Background: an optimization exercise with open tools, aiming at small area. Do not read the settings as production practice.
Function was checked by simulation only, so behaviour that the tests miss may differ from the original.
No activity file was given, so power comes from the tool's default toggle rates.

===== design.v =====
package can_rx_pkg;
  localparam int unsigned ID_W      = 29;
  localparam int unsigned KEY_W     = 31;   
  localparam int unsigned MAX_BYTES = 8;
  localparam int unsigned FMI_W     = 5;    
  localparam int unsigned ENTRY_W   = 8 * MAX_BYTES + FMI_W + 4 + 2 + ID_W;
endpackage
import can_rx_pkg::*;
module can_rx_filter_match
(
  input  logic             i_en,
  input  logic [KEY_W-1:0] i_key,
  input  logic [KEY_W-1:0] i_filter,
  input  logic [KEY_W-1:0] i_mask,
  output logic             o_match_c
);
  assign o_match_c = i_en && (((i_key ^ i_filter) & i_mask) == '0);
endmodule
import can_rx_pkg::*;
module can_rx_msgbuf
#(
  parameter  int unsigned NUM_FILTERS = 20,
  parameter  int unsigned DEPTH       = 8,
  localparam int unsigned FMI_W       = $clog2(NUM_FILTERS + 1),
  localparam int unsigned OCC_W       = $clog2(DEPTH) + 1
) (
  input  logic                         clk,
  input  logic                         RST,
  input  logic                         clear,
  input  logic                         new_ID,
  input  logic [28:0]                  ID,
  input  logic                         RTR,
  input  logic                         EXT,
  input  logic [7:0]                   data,
  input  logic [3:0]                   data_index,
  input  logic                         load_data,
  input  logic [3:0]                   pkt_size,
  input  logic                         pkt_done,
  input  logic                         pkt_abort,
  input  logic                         enable_overrun,
  input  logic [NUM_FILTERS-1:0]       mask_enable,
  input  logic [KEY_W*NUM_FILTERS-1:0] filter_flat,
  input  logic [KEY_W*NUM_FILTERS-1:0] mask_flat,
  input  logic                         read_fifo,
  output logic [OCC_W-1:0]             occupancy,
  output logic                         full,
  output logic                         empty,
  output logic                         overrun,
  output logic [31:0]                  data_L,
  output logic [31:0]                  data_H,
  output logic [28:0]                  ID_out,
  output logic [3:0]                   pkt_size_out,
  output logic                         RTR_out,
  output logic                         EXT_out,
  output logic [FMI_W-1:0]             fmi_out,
  output logic                         fifo_read
);
  localparam int unsigned AW  = $clog2(DEPTH);
  localparam int unsigned EW  = 8 * MAX_BYTES + FMI_W + 4 + 2 + ID_W;
  logic r_scan, r_dseen, r_post;
  logic r_commit_n;   
  logic w_commit, w_hold, w_hit, w_last, w_accept, w_done_seen;
  logic [2:0] w_st_nxt;
  assign w_commit    = r_post & r_dseen;
  assign w_hold      = r_post & ~r_dseen;
  assign w_done_seen = pkt_done | r_dseen;
  assign w_accept    = w_hit | ~(|mask_enable);
  always_comb begin
    if (RST) begin
      w_st_nxt = 3'b000;
    end else if (new_ID) begin
      w_st_nxt = 3'b100;
    end else if (pkt_abort && !w_commit) begin
      w_st_nxt = 3'b000;
    end else if (r_scan) begin
      if (w_hit || w_last) begin
        w_st_nxt = w_accept ? {1'b0, w_done_seen, 1'b1} : 3'b000;
      end else begin
        w_st_nxt = {1'b1, w_done_seen, 1'b0};
      end
    end else if (w_hold) begin
      w_st_nxt = {1'b0, pkt_done, 1'b1};
    end else begin
      w_st_nxt = 3'b000;
    end
  end
  always_ff @(posedge clk) begin
    {r_scan, r_dseen, r_post} <= w_st_nxt;
    r_commit_n                <= !(w_st_nxt[1] && w_st_nxt[0]);
  end
  logic [ID_W-1:0]           r_id;
  logic                      r_rtr;
  logic                      r_ext;
  logic [3:0]                r_size;
  logic [MAX_BYTES-1:0][7:0] r_data;
  logic [FMI_W-1:0]          r_idx;
  always_ff @(posedge clk) begin
    if (new_ID) begin
      r_id  <= ID;
      r_rtr <= RTR;
      r_ext <= EXT;
    end
    if (new_ID || (pkt_done && !r_dseen)) begin
      r_size <= pkt_size;
    end
  end
  for (genvar k = 0; k < MAX_BYTES; k++) begin : g_byte
    logic w_ld;     
    logic w_keep;   
    assign w_ld   = load_data && data_index == 4'(k) && (!w_commit || new_ID);
    assign w_keep = !(load_data && data_index == 4'(k) && r_commit_n) && !new_ID;
    always_ff @(posedge clk) begin
      r_data[k] <= (data & {8{w_ld}}) | (r_data[k] & {8{w_keep}});
    end
  end
  logic [KEY_W-1:0]       w_key;
  logic [NUM_FILTERS-1:0] w_sel;
  logic [KEY_W-1:0]       w_filt;
  logic [KEY_W-1:0]       w_mask;
  logic                   w_en;
  assign w_key = {r_ext, r_rtr, r_id};
  for (genvar i = 0; i < NUM_FILTERS; i++) begin : g_sel
    assign w_sel[i] = (r_idx == FMI_W'(i));
  end
  always_comb begin
    w_filt = '0;
    w_mask = '0;
    for (int i = 0; i < int'(NUM_FILTERS); i++) begin
      w_filt = w_filt | (filter_flat[KEY_W*i +: KEY_W] & {KEY_W{w_sel[i]}});
      w_mask = w_mask | (mask_flat[KEY_W*i +: KEY_W] & {KEY_W{w_sel[i]}});
    end
  end
  assign w_en = |(mask_enable & w_sel);
  can_rx_filter_match u_match (
    .i_en      (w_en),
    .i_key     (w_key),
    .i_filter  (w_filt),
    .i_mask    (w_mask),
    .o_match_c (w_hit)
  );
  assign w_last = (r_idx == FMI_W'(NUM_FILTERS - 1));
  always_ff @(posedge clk) begin
    if (new_ID) begin
      r_idx <= '0;
    end else if (r_scan && !w_hit) begin
      r_idx <= r_idx + FMI_W'(1);
    end
  end
  logic [EW-1:0]    r_cell [DEPTH];
  logic [EW-1:0]    w_entry;
  logic [EW-1:0]    w_head;
  logic [AW-1:0]    r_hp;         
  logic [AW-1:0]    r_hp_n;       
  logic             r_pend;       
  logic [OCC_W-1:0] r_count;
  logic             r_overrun;
  logic             r_fifo_read;
  logic [DEPTH-1:0] w_rsel;
  logic [DEPTH-1:0] w_wsel;
  logic [DEPTH-1:0] w_wkeep;
  logic             w_push;
  logic             w_pop;
  logic             w_full;
  logic             w_empty;
  logic             w_wen;
  logic             w_rd_inc;
  logic             w_to_head;
  logic [AW-1:0]    w_tgt;
  logic [AW-1:0]    w_wcell;
  logic [AW-1:0]    w_wcell_c;
  logic             w_write;
  assign w_entry = {r_id, r_rtr, r_ext, r_size, r_idx, r_data};
  assign w_full  = (r_count == OCC_W'(DEPTH));
  assign w_empty = (r_count == '0);
  assign w_push  = w_commit && !new_ID && !clear;
  assign w_pop   = read_fifo && !w_empty && !clear;
  assign w_wen   = w_push && (!w_full || w_pop || enable_overrun);
  assign w_rd_inc = w_pop || (w_wen && w_full);
  assign w_to_head = w_empty || (r_count == OCC_W'(1) && w_pop);
  assign w_tgt   = r_hp + AW'(r_count) - AW'(r_pend);
  assign w_wcell = (w_wen && w_to_head) ? AW'(DEPTH - 1) : w_tgt - AW'(1);
  assign w_write = r_pend || (w_wen && (w_to_head || !w_tgt[0]));
  assign w_wcell_c = (w_wen && w_to_head) ? AW'(DEPTH - 1)
                                          : ~r_hp_n + AW'(r_count) - AW'(r_pend) - AW'(1);
  always_ff @(posedge clk) begin
    if (RST) begin
      r_hp        <= '0;
      r_hp_n      <= '1;
      r_pend      <= 1'b0;
      r_count     <= '0;
      r_overrun   <= 1'b0;
      r_fifo_read <= 1'b0;
    end else begin
      r_fifo_read <= w_pop;
      r_pend      <= w_wen && !w_to_head && w_tgt[0];
      if (w_wen && w_to_head) begin
        r_hp   <= AW'(DEPTH - 1);
        r_hp_n <= '0;
      end else if (!w_rd_inc) begin
        r_hp   <= r_hp - AW'(1);
        r_hp_n <= r_hp_n + AW'(1);
      end
      if (clear) begin
        r_count   <= '0;
        r_overrun <= 1'b0;
      end else begin
        if (w_wen && !w_pop && !w_full) begin
          r_count <= r_count + OCC_W'(1);
        end else if (w_pop && !w_wen) begin
          r_count <= r_count - OCC_W'(1);
        end
        if (w_push && w_full && !w_pop) begin
          r_overrun <= 1'b1;
        end
      end
    end
  end
  for (genvar j = 0; j < DEPTH; j++) begin : g_cell
    if (j % 2 == 1) begin : g_wr
      assign w_wsel[j]  = w_write && (w_wcell == AW'(j));
      assign w_wkeep[j] = !(w_write && (w_wcell_c == AW'(j)));
      always_ff @(posedge clk) begin
        r_cell[j] <= (w_entry & {EW{w_wsel[j]}}) | (r_cell[(j + 1) % DEPTH] & {EW{w_wkeep[j]}});
      end
    end else begin : g_pass
      assign w_wsel[j]  = 1'b0;
      assign w_wkeep[j] = 1'b1;
      always_ff @(posedge clk) begin
        r_cell[j] <= r_cell[(j + 1) % DEPTH];
      end
    end
    assign w_rsel[j] = !w_empty && (r_hp == AW'(j));
  end
  always_comb begin
    w_head = '0;
    for (int j = 0; j < int'(DEPTH); j++) begin
      w_head = w_head | (r_cell[j] & {EW{w_rsel[j]}});
    end
  end
  assign occupancy    = r_count;
  assign full         = w_full;
  assign empty        = w_empty;
  assign overrun      = r_overrun;
  assign fifo_read    = r_fifo_read;
  assign data_L       = w_head[31:0];
  assign data_H       = w_head[63:32];
  assign fmi_out      = w_head[64 +: FMI_W];
  assign pkt_size_out = w_head[64 + FMI_W +: 4];
  assign EXT_out      = w_head[68 + FMI_W];
  assign RTR_out      = w_head[69 + FMI_W];
  assign ID_out       = w_head[70 + FMI_W +: ID_W];
endmodule

===== flow/run.sh =====
#!/bin/bash
# Standard ORFS layout with an area-oriented abc mapping script, smaller port
# buffers and a lighter clock tree.
set -euo pipefail
work=$PWD
# ORFS scripts with abc's mapping script replaced (registers are untouched:
# abc only maps the logic between them)
rm -rf "$work/scripts_area"
cp -r "$FLOW_HOME/scripts" "$work/scripts_area"
cp "$work/flow/abc_area.script" "$work/scripts_area/abc_speed.script"
# Port buffers: the smallest buffer instead of the default delay-cell pick
export BUFFER_PORTS_ARGS="-buffer_cell sky130_fd_sc_hd__buf_1"
# Clock tree: sink clusters of up to 16 on clkbuf_8, no dummy loads
export CTS_ARGS="-sink_clustering_enable -sink_clustering_size 16 -sink_clustering_max_diameter 60 -repair_clock_nets -dont_use_dummy_load -buf_list {sky130_fd_sc_hd__clkbuf_8}"
bash standard.sh SCRIPTS_DIR="$work/scripts_area" synth > synth_flow.log 2>&1
bash standard.sh > standard_flow.log 2>&1

===== flow/abc_area.script =====
&get -n
&st
&syn2
&dch
&nf -a -p -R 1000 -F 8 -A 4
&st
&syn2
&dch
&nf -a -p -R 1000 -F 8 -A 4
&st
&dch -f
&nf -a -p -R 1000 -F 8 -A 4
&put
topo

===== standard.sh =====
#!/bin/bash
# synth_recipe.tcl (not shown) runs the flow's synth.tcl, then flattens the netlist and writes it again
# the make line also repeats each setting of config.mk as NAME=value (left out here)
make -C /OpenROAD-flow-scripts/flow DESIGN_CONFIG=/design/flow/config.mk WORK_HOME=/design/flow/orfs CLKGATE_MAP_FILE= SYNTH_SCRIPT=/design/flow/synth_recipe.tcl "${@:-finish}"

===== config.mk =====
export PLATFORM = sky130hd
export DESIGN_NAME = can_rx_msgbuf
export DESIGN_NICKNAME = can_rx_msgbuf
export VERILOG_FILES = /design/flow/design.v
export SDC_FILE = /design/flow/constraint.sdc
export NUM_CORES = 4
export LEC_CHECK = 0
export CAP_MARGIN = 10
export CORE_AREA = 10 10 490 490
export DIE_AREA = 0 0 500 500
export SLEW_MARGIN = 10

===== constraint.sdc =====
create_clock -name core_clock -period 10.0 [get_ports {clk}]
set_input_delay 2.0000 -clock core_clock [delete_from_list [all_inputs] [get_ports {clk}]]
set_output_delay 2.0000 -clock core_clock [all_outputs]
set_load 0.01 [all_outputs]

==> results of run 1 <==
[layout make-up]
type                            count  area [um2]
Inverter                           20       75.07
Tap cell                         3026        3786
Clock buffer                       86        1184
Timing Repair Buffer             1547        6392
Fill cell                       25490      182600
Multi-Input combinational cell   2050       15810
Antenna cell                      162       405.4
Sequential cell                   953       19430
[sequential cells by signal, indices dropped and copies added, names as in the netlist, 3 cells and up]
register,count
r_cell,832
r_count,4
r_data,64
r_hp,3
r_hp_n,3
r_id,29
r_idx,5
r_size,4
[cell families after synthesis]
group                    synth area share
multiplexers                      0.01144
buffers and inverters            0.002144
adder cells (fa/ha/maj)          0.008291
AND/OR/NAND/NOR                   0.07952
XOR/XNOR                         0.009506
flip-flops                         0.5549
AO/OA/AOI/OAI                      0.3342
[metrics by stage]
step	instance area [um2]	hold slack [ns]	std cells	total power, uW
floorplan	35020	0.3298	3023	4174
global placement	45470	0.3306	7594	4851
detailed placement	45490	0.3357	7596	4852
CTS	46670	0.1793	7682	6869
global route	46850	0.1738	7753	7018
finish	47080	0.1839	7844	6840
[cell usage after synthesis, drive strengths merged, types with 23 or more instances]
library cell,number,area share
a211oi,23,0.0049
a21oi,34,0.0049
a221oi,82,0.021
a222oi,307,0.088
a22o,539,0.13
a22oi,319,0.068
a31oi,24,0.0043
dfxtp,918,0.52
edfxtp,35,0.030
mux2i,40,0.011
nand2,172,0.018
nand3,117,0.017
nand4,109,0.019
nor2,74,0.0079
nor3,33,0.0047
o21ai,35,0.0050
xor2,23,0.0058
[power groups by stage]
stage / Sequential [uW] / Clock (uW) / Combinational, uW
floorplan: 3950 / 0 / 223
finish: 3880 / 2070 / 886
global route: 3890 / 2220 / 909
CTS: 3880 / 2100 / 886
detailed placement: 3970 / 0 / 882
global placement: 3970 / 0 / 881
[per-layer routing]
| layer | part of all wire | GRT usage |
|---|---|---|
| met5 | 0.0021 | 0 |
| met4 | 0.052 | 0.1246 |
| met3 | 0.14 | 0.1350 |
| met2 | 0.42 | 0.4160 |
| met1 | 0.39 | 0.3438 |
[worst max path at each step]
stage,slack [ns],depth (start not counted),endpoint
after floorplan,0.90,8,r_cell[7][0]
after global routing,2.37,17,r_commit_n
final,2.61,17,r_commit_n
after global placement,2.10,17,r_commit_n
after detailed placement,2.31,17,r_commit_n
after CTS,2.29,17,r_commit_n
==> impl_metrics.py, run 1 <==
metrics = {
    "die": {
        "rows": 176,
        "die-width_um": 500,
        "initial_utilization": 0.1524,
        "die-area_um2": 250000,
        "coreArea_um2": 229700,
        "io-pin-count": 1428,
        "die_h_um": 500,
    },
    "worst_setup_path": {
        "worstRegToRegCells": 17,
        "rr_endpoint": "r_commit_n",
        "critical_path.startpoint": "r_idx[2]",
        "cp_max_fo": 23,
        "cp_data_arrival_time_ns": 7.99,
        "path_class": "reg2reg",
        "worst_r2r_startpoint": "r_idx[2]",
        "reg2reg_slack_ns": 2.61,
        "worst_setup_path_end_kind": "flop",
        "critPathBufInv": 2,
        "crit_path_frequent_cell": "buf_4",
        "slowest_stage": "or2_0",
        "cp-start-kind": "flop",
        "required_ns": 10.60,
        "crit_chain": "or2_0, nor2_4, buf_4, buf_4, a222oi_1, nand2_1, a221oi_1, nand3_1, o22ai_1, a21oi_1, or4_1, nor4_2, nand4_1, and2_0, o31ai_1, o21ai_0, nand2b_1",
        "cpLargestDelayFamily": "simple AND/OR/NAND/NOR gates",
        "critical-path-max-stage-delay_ns": 0.96,
    },
    "layout": {
        "final_core_util": 0.2050,
        "area_growth_pct": 34.48,
        "final_cell_mix": "buf_1 (1424), dfxtp_1 (916), a22o_1 (539)",
        "nets": 5996,
        "final_common_cell": "buf_1",
        "drive_gt1_frac": 0.05498,
    },
    "routing": {
        "ant_nets": 0,
        "vias": 42800,
        "vias_per_cell": 5.456,
        "initialDrtViolationCount": 8456,
        "wl_per_cell_um": 47.80,
        "drc": 0,
        "drt_wl_total_um": 374900,
        "detailedRoute.firstPassIterationCount": 11,
    },
    "logic_synthesis": {
        "syn-cell-area_um2": 35010,
        "synth_async_sr_flop_share": 0,
        "synth_flop_cell": "dfxtp_1",
        "ys_warn_count": 2,
        "ys_ff_latch": 953,
        "yosysUniqueCellTypes": 43,
        "avgSynthCellArea_um2": 11.58,
        "synth_edf_count": 35,
        "yosysSeqAreaShare": 0.5549,
        "synthCells": 3023,
        "syn_nets": 4361,
    },
    "pwr": {
        "clkPwrFrac": 0.303,
        "power.density_nw_per_um2": 145.3,
        "max-vdd-ir-drop_mv": 0.1015,
        "pwr-share-seq": 0.568,
        "p_leak_uw": 0.01543,
        "p_comb_frac": 0.129,
        "p_sw_frac": 0.2881,
        "p_int_uw": 4870,
        "p_switching_uw": 1971,
    },
    "cts": {
        "cts_root_buffer": "clkbuf_8",
        "postCtsHoldBufs": 0,
        "post_cts_buffers": 0,
        "clk_latency_ns": 0.87,
        "cts.sinks": 953,
        "clk_pin_slew_ns": 0.10,
        "numCtsBuffers": 86,
        "cts_tree": "done",
        "cts_resized": 0,
        "clockBufferDepth": 3,
        "h-tree-depth": 3,
    },
    "timing": {
        "layout_min_cycle_time_ns": 7.395,
        "fmax_mhz": 135.2,
        "grt_setup_unrepaired": "false",
        "setup_violations": 0,
        "skew_ns": 0.1809,
        "fin_crit_sh": 0.7395,
        "tightest_slew_ns": 1.252,
        "layout_setup_ws_ns": 2.605,
        "relSlewSlack": 0.1615,
        "setup_tns_ns": 0,
        "maxSlewViolCount": 0,
        "hold_violations": 0,
    },
    "place": {
        "gp_congestion": 1.051,
        "port_buffers": 1427,
        "pre_cts_ws_ns": 2.311,
        "dp_hpwl_um": 304400,
    },
    "grt": {
        "grt_util_all_layers": 0.2810,
        "antenna_found_initial": 285,
        "gr-total-overflow": 0,
        "grt_pass1_vias": 40360,
        "grt_max_degree": 105,
        "grt_first_pass_wirelength_um": 460100,
    },
    "worst_hold_path": {
        "holdPathEnd": "r_cell[6][0]",
        "whs_path_depth": 0,
        "hold_class": "reg2reg",
        "hp-start": "r_cell[7][0]",
    },
    "run_status": {
        "status": "complete, no violations",
    },
    "job": {
        "drv_cap": 0,
    },
}
==> run 2: changes to the inputs <==
--- a/flow/run.sh
+++ b/flow/run.sh
@@ -13,3 +13,3 @@
 # Clock tree: sink clusters of up to 16 on clkbuf_8, no dummy loads
-export CTS_ARGS="-sink_clustering_enable -sink_clustering_size 16 -sink_clustering_max_diameter 60 -repair_clock_nets -dont_use_dummy_load -buf_list {sky130_fd_sc_hd__clkbuf_8}"
+export CTS_ARGS="-sink_clustering_enable -sink_clustering_size 16 -sink_clustering_max_diameter 50 -repair_clock_nets -dont_use_dummy_load -buf_list {sky130_fd_sc_hd__clkbuf_8}"
 bash standard.sh SCRIPTS_DIR="$work/scripts_area" synth > synth_flow.log 2>&1
==> impl_metrics.py, run 2 <==
metrics = {
    "pwr": {
        "pwr-share-seq": 0.556,
        "p_sw_frac": 0.2873,
        "p_comb_frac": 0.127,
        "max-vdd-ir-drop_mv": 0.08614,
        "p_switching_uw": 2006,
        "p_int_uw": 4978,
        "power.density_nw_per_um2": 147.6,
        "p_leak_uw": 0.01552,
        "clkPwrFrac": 0.317,
        "post-layout-total-power_uw": 6984,
    },
    "cts": {
        "cts.sinks": 953,
        "cts_tree": "done",
        "cts_root_buffer": "clkbuf_8",
        "numCtsBuffers": 99,
        "clk_latency_ns": 0.92,
        "clk_pin_slew_ns": 0.10,
        "cts_resized": 0,
        "post_cts_buffers": 0,
        "clockBufferDepth": 3,
        "h-tree-depth": 3,
        "postCtsHoldBufs": 0,
    },
    "routing": {
        "vias_per_cell": 5.437,
        "initialDrtViolationCount": 8917,
        "ant_nets": 0,
        "vias": 42830,
        "wl_per_cell_um": 47.61,
        "drc": 0,
        "drt_wl_total_um": 375100,
        "detailedRoute.firstPassIterationCount": 10,
    },
    "worst_hold_path": {
        "whs_path_depth": 0,
        "hold_class": "reg2reg",
        "hp-start": "r_cell[5][39]",
        "holdPathEnd": "r_cell[4][39]",
    },
    "place": {
        "port_buffers": 1427,
        "place_area_um2": 45490,
        "dp_hpwl_um": 304400,
        "gp_congestion": 1.051,
    },
    "layout": {
        "fin_area_um2": 47310,
        "largest_reg_flops": 832,
        "final_cell_mix": "buf_1 (1424), dfxtp_1 (916), a22o_1 (539)",
        "area_growth_pct": 35.14,
        "nets": 6009,
        "final_common_cell": "buf_1",
        "largestRegisters": "r_cell (832), r_data (64), r_id (29)",
        "drive_gt1_frac": 0.05761,
        "largest-register": "r_cell",
    },
    "logic_synthesis": {
        "ys_ff_latch": 953,
        "synthCells": 3023,
        "synth_top_area_share": 0.5249,
        "synth_flop_cell": "dfxtp_1",
        "synth_top_cell_by_area": "dfxtp_1",
        "yosysSeqAreaShare": 0.5549,
        "syn-cell-area_um2": 35010,
        "synth_async_sr_flop_share": 0,
        "syn_nets": 4361,
        "ys_warn_count": 2,
        "yosysUniqueCellTypes": 43,
        "synth.top_cells.by_area": "dfxtp_1 (52%), a22o_1 (13%), a222oi_1 (8.8%)",
        "yosys-top-cells-count": "dfxtp_1 (918), a22o_1 (539), a22oi_1 (319)",
        "synth_edf_count": 35,
        "synth_most_common_cell": "dfxtp_1",
        "avgSynthCellArea_um2": 11.58,
    },
    "die": {
        "initial_utilization": 0.1524,
        "die_h_um": 500,
        "rows": 176,
        "die-width_um": 500,
        "die-area_um2": 250000,
        "coreArea_um2": 229700,
        "io-pin-count": 1428,
    },
    "worst_setup_path": {
        "cpLargestDelayFamily": "simple AND/OR/NAND/NOR gates",
        "rr_endpoint": "r_commit_n",
        "cp-start-kind": "flop",
        "worst_r2r_startpoint": "r_idx[2]",
        "cp_max_fo": 23,
        "slowest_stage": "or2_0",
        "crit_cells": 17,
        "critPathBufInv": 2,
        "worstRegToRegCells": 17,
        "required_ns": 10.69,
        "critical-path-max-stage-delay_ns": 0.95,
        "path_class": "reg2reg",
        "crit_chain": "or2_0, nor2_4, buf_4, buf_4, a222oi_1, nand2_1, a221oi_1, nand3_1, o22ai_1, a21oi_1, or4_1, nor4_2, nand4_1, and2_0, o31ai_1, o21ai_0, nand2b_1",
        "worst_setup_path_end_kind": "flop",
        "cp_data_arrival_time_ns": 8.10,
        "crit_path_frequent_cell": "buf_4",
        "reg2reg_slack_ns": 2.59,
    },
    "timing": {
        "layout_min_cycle_time_ns": 7.415,
        "setup_tns_ns": 0,
        "grt_setup_unrepaired": "false",
        "tightest_slew_ns": 1.237,
        "fmax_mhz": 134.9,
        "hold_violations": 0,
        "skew_ns": 0.1399,
        "setup_violations": 0,
        "fin_crit_sh": 0.7415,
        "relSlewSlack": 0.1516,
        "maxSlewViolCount": 0,
    },
    "grt": {
        "grt_pass1_vias": 40500,
        "grt_util_all_layers": 0.2813,
        "grt_first_pass_wirelength_um": 460600,
        "antenna_found_initial": 281,
        "grt_max_degree": 105,
        "gr-total-overflow": 0,
    },
    "job": {
        "drv_cap": 0,
    },
    "run_status": {
        "status": "complete, no violations",
    },
}
## run 2: routing by layer
layer / GRT usage / routed length [um] / vias up
met5: 0 / 712 / -
met4: 0.1381 / 20870 / 106
met2: 0.4120 / 156100 / 3926
li1: - / - / 16530
met1: 0.3383 / 145200 / 21430
met3: 0.1426 / 52120 / 849
## run 2: kinds of logic after synthesis
kind of cell             share of synthesized area
flip-flops                                  0.5549
XOR/XNOR                                  0.009506
multiplexers                               0.01144
AO/OA/AOI/OAI                               0.3342
AND/OR/NAND/NOR                            0.07952
buffers and inverters                     0.002144
adder cells (fa/ha/maj)                   0.008291
## run 2: how the worst max path moves through the flow
stage | end | slack, ns | from
floorplan | r_cell[7][0] | 0.90 | read_fifo
global placement | r_commit_n | 2.10 | r_idx[2]
detailed placement | r_commit_n | 2.31 | r_idx[2]
CTS | r_commit_n | 2.29 | r_idx[2]
global route | r_commit_n | 2.39 | r_idx[2]
finish | r_commit_n | 2.59 | r_idx[2]
## run 2: final cells by class
class,count,area (um2)
diodes,183,457.9
clock buffers,99,1363
fillers,25460,182400
inverters,20,75.07
multi-input cells,2050,15810
flip-flops and latches,953,19430
well taps,3026,3786
repair buffers,1547,6392
## run 2: power groups by stage
stage | sequential [uW] | clock, uW | combinational [uW]
after floorplan | 3950 | 0 | 223
after global placement | 3970 | 0 | 881
after detailed placement | 3970 | 0 | 882
after CTS | 3880 | 2240 | 886
after global routing | 3890 | 2360 | 910
final | 3880 | 2210 | 885
## run 2: metrics by stage
step,hold slack (ns),util,setup slack (ns),std cells
finish,0.2828,0.2060,2.585,7878
detailed placement,0.3357,0.1981,2.311,7596
global placement,0.3306,0.1980,2.099,7594
CTS,0.2700,0.2040,2.286,7695
global route,0.2888,0.2050,2.389,7784
floorplan,0.3298,-,0.9023,3023
==> run 3: changes to the inputs <==
--- a/flow/run.sh
+++ b/flow/run.sh
@@ -13,3 +13,3 @@
 # Clock tree: sink clusters of up to 16 on clkbuf_8, no dummy loads
-export CTS_ARGS="-sink_clustering_enable -sink_clustering_size 16 -sink_clustering_max_diameter 50 -repair_clock_nets -dont_use_dummy_load -buf_list {sky130_fd_sc_hd__clkbuf_8}"
+export CTS_ARGS="-sink_clustering_enable -sink_clustering_size 14 -sink_clustering_max_diameter 80 -repair_clock_nets -dont_use_dummy_load -buf_list {sky130_fd_sc_hd__clkbuf_8}"
 bash standard.sh SCRIPTS_DIR="$work/scripts_area" synth > synth_flow.log 2>&1
==> impl_metrics.py, run 3 <==
metrics = {
    "place": {
        "dp_hpwl_um": 304400,
        "gp_congestion": 1.051,
        "place_area_um2": 45490,
        "port_buffers": 1427,
        "dpl.cell_count": 7596,
    },
    "cts": {
        "numCtsBuffers": 84,
        "cts_tree": "done",
        "cts_resized": 0,
        "h-tree-depth": 3,
        "postCtsHoldBufs": 0,
        "clk_latency_ns": 0.86,
        "cts.sinks": 953,
        "cts_root_buffer": "clkbuf_8",
        "post_cts_buffers": 0,
        "clk_pin_slew_ns": 0.09,
        "clockBufferDepth": 3,
    },
    "logic_synthesis": {
        "synth_simple_gate_area_frac": 0.07952,
        "synth_top_cell_by_area": "dfxtp_1",
        "synth_top_area_share": 0.5249,
        "yosys-top-cells-count": "dfxtp_1 (918), a22o_1 (539), a22oi_1 (319)",
        "ys_warn_count": 2,
        "syn_nets": 4361,
        "synth_async_sr_flop_share": 0,
        "synth_top_family_by_area": "compound AO/OA/AOI/OAI gates",
        "ys_ff_latch": 953,
        "synth_most_common_cell": "dfxtp_1",
        "yosysSeqAreaShare": 0.5549,
        "synthCells": 3023,
        "syn-cell-area_um2": 35010,
        "avgSynthCellArea_um2": 11.58,
        "synth_edf_count": 35,
        "synth_flop_cell": "dfxtp_1",
        "yosys.area_share.adder": 0.008291,
        "synthMuxAreaShare": 0.01144,
        "synth.top_cells.by_area": "dfxtp_1 (52%), a22o_1 (13%), a222oi_1 (8.8%)",
        "synth-compound-area-share": 0.3342,
        "synth-xor-area-share": 0.009506,
        "yosysUniqueCellTypes": 43,
    },
    "layout": {
        "fillCellCount": 25490,
        "nets": 5994,
        "fin_area_um2": 47120,
        "multi_input_area_um2": 15810,
        "largest_reg_flops": 832,
        "largest-register": "r_cell",
        "drive_gt1_frac": 0.05458,
        "regArea_um2": 19430,
        "final_cell_mix": "buf_1 (1424), dfxtp_1 (916), a22o_1 (539)",
        "largestRegisters": "r_cell (832), r_data (64), r_id (29)",
        "final_cell_count_no_fill": 7866,
        "final_common_cell": "buf_1",
        "area_growth_pct": 34.57,
    },
    "routing": {
        "detailedRoute.firstPassIterationCount": 14,
        "wl_per_cell_um": 47.76,
        "vias": 42710,
        "ant_nets": 0,
        "drt_wl_total_um": 375700,
        "vias_per_cell": 5.429,
        "routed.top_layer": "met5",
        "dr_wl_met3_um": 50940,
        "initialDrtViolationCount": 8479,
        "wl_met2_um": 156400,
        "drc": 0,
        "wl_met1_um": 147100,
    },
    "timing": {
        "setup_violations": 0,
        "relSlewSlack": 0.1037,
        "fin_crit_sh": 0.7414,
        "hold_violations": 0,
        "fmax_mhz": 134.9,
        "layout_min_cycle_time_ns": 7.414,
        "maxSlewViolCount": 0,
        "grt_setup_unrepaired": "false",
        "setup_tns_ns": 0,
        "skew_ns": 0.1585,
        "tightest_slew_ns": 1.334,
    },
    "worst_setup_path": {
        "crit_path_frequent_cell": "buf_4",
        "critical-path-max-stage-delay_ns": 0.95,
        "slowest_stage": "or2_0",
        "worst_setup_path_end_kind": "flop",
        "reg2reg_slack_ns": 2.59,
        "cp-start-kind": "flop",
        "required_ns": 10.58,
        "worst_r2r_startpoint": "r_idx[2]",
        "crit_chain": "or2_0, nor2_4, buf_4, buf_4, a222oi_1, nand2_1, a221oi_1, nand3_1, o22ai_1, a21oi_1, or4_1, nor4_2, nand4_1, and2_0, o31ai_1, o21ai_0, nand2b_1",
        "cp_data_arrival_time_ns": 8.00,
        "rr_endpoint": "r_commit_n",
        "path_class": "reg2reg",
        "cp_max_fo": 23,
        "worstRegToRegCells": 17,
    },
    "die": {
        "coreArea_um2": 229700,
        "die-width_um": 500,
        "die-area_um2": 250000,
        "initial_utilization": 0.1524,
        "rows": 176,
        "die_h_um": 500,
        "io-pin-count": 1428,
    },
    "pwr": {
        "max-vdd-ir-drop_mv": 0.09292,
        "p_leak_uw": 0.01541,
        "power.density_nw_per_um2": 145.3,
    },
    "grt": {
        "grt_util_all_layers": 0.2815,
        "grt_first_pass_wirelength_um": 461300,
        "gr-total-overflow": 0,
        "grt_pass1_vias": 40480,
        "grt_max_degree": 105,
        "antenna_found_initial": 284,
    },
    "worst_hold_path": {
        "hp-start": "r_cell[3][0]",
        "hold_class": "reg2reg",
        "holdPathEnd": "r_cell[2][0]",
        "whs_path_depth": 0,
    },
    "job": {
        "drv_cap": 0,
    },
    "run_status": {
        "status": "complete, no violations",
    },
}
## run 3: cell count changes in the layout (fill, tap and decap cells not counted)
| cell | previous run | this run |
|---|---|---|
| clkbuf_8 | 99 | 84 |
| diode_2 | 183 | 186 |
## run 3: area by class of cell
cell class / instances / area share
flip-flops and latches: 953 / 0.4125
well taps: 3026 / 0.08036
inverters: 20 / 0.001593
repair buffers: 1547 / 0.1357
diodes: 186 / 0.009879
multi-input cells: 2050 / 0.3355
clock buffers: 84 / 0.02454
## run 3: layer usage
layer	vias up	track usage
li1	16480	-
met1	21400	0.3395
met2	3895	0.4079
met3	804	0.1440
met4	126	0.1427
met5	-	0
## run 3: cells by family after synthesis
| group | after synthesis |
|---|---|
| adder cells (fa/ha/maj) | 22 |
| AO/OA/AOI/OAI | 1379 |
| multiplexers | 40 |
| flip-flops | 953 |
| AND/OR/NAND/NOR | 571 |
| XOR/XNOR | 38 |
| buffers and inverters | 20 |
## run 3: report_power, final
part           internal [uW]  leakage [uW]  total, uW  switching [uW]
combinational            267       0.00706        885             617
clock                    747      0.000605       2080            1330
sequential              3840       0.00774       3880            43.3
## run 3: stage by stage
stage | hold slack (ns) | power, uW | util | worst slack, ns
after floorplan | 0.3298 | 4174 | - | 0.9023
after global placement | 0.3306 | 4851 | 0.1980 | 2.099
after detailed placement | 0.3357 | 4852 | 0.1981 | 2.311
after CTS | 0.2276 | 6879 | 0.2031 | 2.287
after global routing | 0.2357 | 7032 | 0.2042 | 2.375
final | 0.2252 | 6844 | 0.2051 | 2.586
## run 3: critical path: cells and delay by family (launching register included)
family,cells,cell delay (ns)
AO/OA/AOI/OAI,6,2.02
buffers and inverters,2,0.69
flip-flops,1,0.64
AND/OR/NAND/NOR,9,3.82
## run 3: how the worst max path moves through the flow
stage | to | start | cells after the start | slack [ns]
CTS | r_commit_n | r_idx[2] | 17 | 2.29
floorplan | r_cell[7][0] | read_fifo | 8 | 0.90
global placement | r_commit_n | r_idx[2] | 17 | 2.10
finish | r_commit_n | r_idx[2] | 17 | 2.59
detailed placement | r_commit_n | r_idx[2] | 17 | 2.31
global route | r_commit_n | r_idx[2] | 17 | 2.38
==> run 4: changes to the inputs <==
--- a/flow/run.sh
+++ b/flow/run.sh
@@ -12,3 +12,3 @@
 export BUFFER_PORTS_ARGS="-buffer_cell sky130_fd_sc_hd__buf_1"
-# Clock tree: sink clusters of up to 16 on clkbuf_8, no dummy loads
+# Clock tree: sink clusters of up to 14 on clkbuf_8, no dummy loads
 export CTS_ARGS="-sink_clustering_enable -sink_clustering_size 14 -sink_clustering_max_diameter 80 -repair_clock_nets -dont_use_dummy_load -buf_list {sky130_fd_sc_hd__clkbuf_8}"
==> impl_metrics.py, run 4 <==
metrics = {
    "run_status": {
        "status": "complete, no violations",
    },
    "routing": {
        "drt_wl_total_um": 375700,
        "ant_nets": 0,
        "vias_per_cell": 5.429,
        "initialDrtViolationCount": 8479,
        "detailedRoute.firstPassIterationCount": 14,
        "drc": 0,
        "wl_per_cell_um": 47.76,
        "vias": 42710,
    },
    "worst_hold_path": {
        "hold_class": "reg2reg",
        "hp-start": "r_cell[3][0]",
        "whs_path_depth": 0,
        "holdPathEnd": "r_cell[2][0]",
    },
    "logic_synthesis": {
        "synth_async_sr_flop_share": 0,
        "syn_nets": 4361,
        "yosys-top-cells-count": "dfxtp_1 (918), a22o_1 (539), a22oi_1 (319)",
        "synthCells": 3023,
        "synth_most_common_cell": "dfxtp_1",
        "yosysUniqueCellTypes": 43,
        "synth.top_cells.by_area": "dfxtp_1 (52%), a22o_1 (13%), a222oi_1 (8.8%)",
        "yosysSeqAreaShare": 0.5549,
        "ys_ff_latch": 953,
        "synth_edf_count": 35,
        "synth_flop_cell": "dfxtp_1",
        "syn-cell-area_um2": 35010,
        "ys_warn_count": 2,
        "synth_top_cell_by_area": "dfxtp_1",
        "avgSynthCellArea_um2": 11.58,
        "synth_top_area_share": 0.5249,
    },
    "cts": {
        "cts.sinks": 953,
        "post_cts_buffers": 0,
        "cts_resized": 0,
        "postCtsHoldBufs": 0,
        "clk_latency_ns": 0.86,
        "h-tree-depth": 3,
        "clk_pin_slew_ns": 0.09,
        "cts_tree": "done",
        "numCtsBuffers": 84,
        "clockBufferDepth": 3,
        "cts_root_buffer": "clkbuf_8",
    },
    "place": {
        "place_area_um2": 45490,
        "gp_congestion": 1.051,
        "port_buffers": 1427,
        "dp_hpwl_um": 304400,
    },
    "grt": {
        "grt_util_all_layers": 0.2815,
        "grt_first_pass_wirelength_um": 461300,
        "gr-total-overflow": 0,
        "antenna_found_initial": 284,
        "grt_max_degree": 105,
        "grt_pass1_vias": 40480,
    },
    "worst_setup_path": {
        "path_class": "reg2reg",
        "cp-start-kind": "flop",
        "worst_r2r_startpoint": "r_idx[2]",
        "cp_max_fo": 23,
        "required_ns": 10.58,
        "worstRegToRegCells": 17,
        "reg2reg_slack_ns": 2.59,
        "cp_data_arrival_time_ns": 8.00,
        "rr_endpoint": "r_commit_n",
        "worst_setup_path_end_kind": "flop",
    },
    "die": {
        "die-area_um2": 250000,
        "coreArea_um2": 229700,
        "initial_utilization": 0.1524,
        "die-width_um": 500,
        "rows": 176,
        "die_h_um": 500,
        "io-pin-count": 1428,
    },
    "timing": {
        "fin_crit_sh": 0.7414,
        "maxSlewViolCount": 0,
        "grt_setup_unrepaired": "false",
        "setup_tns_ns": 0,
        "relSlewSlack": 0.1037,
        "setup_violations": 0,
        "tightest_slew_ns": 1.334,
        "layout_min_cycle_time_ns": 7.414,
        "hold_violations": 0,
        "fmax_mhz": 134.9,
        "skew_ns": 0.1585,
    },
    "layout": {
        "drive_gt1_frac": 0.05458,
        "largestRegisters": "r_cell (832), r_data (64), r_id (29)",
        "nets": 5994,
        "fillCellCount": 25490,
        "final_cell_mix": "buf_1 (1424), dfxtp_1 (916), a22o_1 (539)",
        "area_growth_pct": 34.57,
        "largest_reg_flops": 832,
        "fin_area_um2": 47120,
        "largest-register": "r_cell",
        "final_common_cell": "buf_1",
    },
    "job": {
        "drv_cap": 0,
    },
    "pwr": {
        "p_leak_uw": 0.01541,
        "max-vdd-ir-drop_mv": 0.09292,
        "power.density_nw_per_um2": 145.3,
        "post-layout-total-power_uw": 6844,
    },
}
==> run 4: how the worst max path moves through the flow <==
stage,from,slack [ns],cells past startpoint,endpoint
after floorplan,read_fifo,0.90,8,r_cell[7][0]
after global placement,r_idx[2],2.10,17,r_commit_n
after detailed placement,r_idx[2],2.31,17,r_commit_n
after CTS,r_idx[2],2.29,17,r_commit_n
after global routing,r_idx[2],2.38,17,r_commit_n
final,r_idx[2],2.59,17,r_commit_n
==> run 4: kinds of logic after synthesis <==
group | share of synthesized area
multiplexers | 0.01144
flip-flops | 0.5549
buffers and inverters | 0.002144
AND/OR/NAND/NOR | 0.07952
adder cells (fa/ha/maj) | 0.008291
AO/OA/AOI/OAI | 0.3342
XOR/XNOR | 0.009506
==> run 4: critical path, cell delays in order, from the launching register on <==
cell and delay, ns:
dfxtp_4 0.64, or2_0 0.95, nor2_4 0.06, buf_4 0.29, buf_4 0.40, a222oi_1 0.91, nand2_1 0.35, a221oi_1 0.37
nand3_1 0.67, o22ai_1 0.34, a21oi_1 0.06, or4_1 0.58, nor4_2 0.36, nand4_1 0.23, and2_0 0.42, o31ai_1 0.15
o21ai_0 0.19, nand2b_1 0.20
==> run 4: per-stage QoR <==
stage	util	worst slack [ns]	hold WS, ns	instances
floorplan	-	0.9023	0.3298	3023
global placement	0.1980	2.099	0.3306	7594
detailed placement	0.1981	2.311	0.3357	7596
CTS	0.2031	2.287	0.2276	7680
global route	0.2042	2.375	0.2357	7783
finish	0.2051	2.586	0.2252	7866
==> run 4: metal layers <==
layer	track usage	share of wire
met1	0.3395	0.39
met4	0.1427	0.054
met3	0.1440	0.14
met2	0.4079	0.42
met5	0	0.0022
==> run 4: layout make-up <==
| type | instances | area, um2 | share of cell area |
|---|---|---|---|
| tap | 3026 | 3786 | 0.08036 |
| inverter | 20 | 75.07 | 0.001593 |
| multi-input combinational | 2050 | 15810 | 0.3355 |
| antenna | 186 | 465.4 | 0.009879 |
| sequential | 953 | 19430 | 0.4125 |
| clock buffer | 84 | 1156 | 0.02454 |
| timing repair buffer | 1547 | 6392 | 0.1357 |
==> run 4: power breakdown <==
group          internal (uW)  switching, uW
Sequential              3840           43.3
Combinational            267            617
Clock                    747           1330
Total                   4850           1990

## what the ideal ports hide
How much do the figures lean on ideal ports? The routed layouts below were timed once more, with nothing changed but the port constraints.
Step 1: set_driving_cell puts a clkbuf_16 on clk and a buf_2 on each other input, an assumption about the parent block.
Step 2, shift: input delay + t, output delay - t, t = (earliest + latest rising clock arrival at the registers) / 2. This alone moves slack from input paths to output paths.
a / b / c = ideal / step 1 / step 2; a / b = the first two.
| run | t (ns) | slack for setup (ns) | cell pins on the clock port's net |
|---|---|---|---|
| run 1 | 0.869 | 2.605 / 2.605 / 2.605 | 1 |
| run 2 | 0.903 | 2.585 / 2.585 / 2.585 | 1 |
| run 3 | 0.870 | 2.586 / 2.586 / 2.586 | 1 |
| run 4 | 0.870 | 2.586 / 2.586 / 2.586 | 1 |
After both steps every run listed still meets setup and hold.
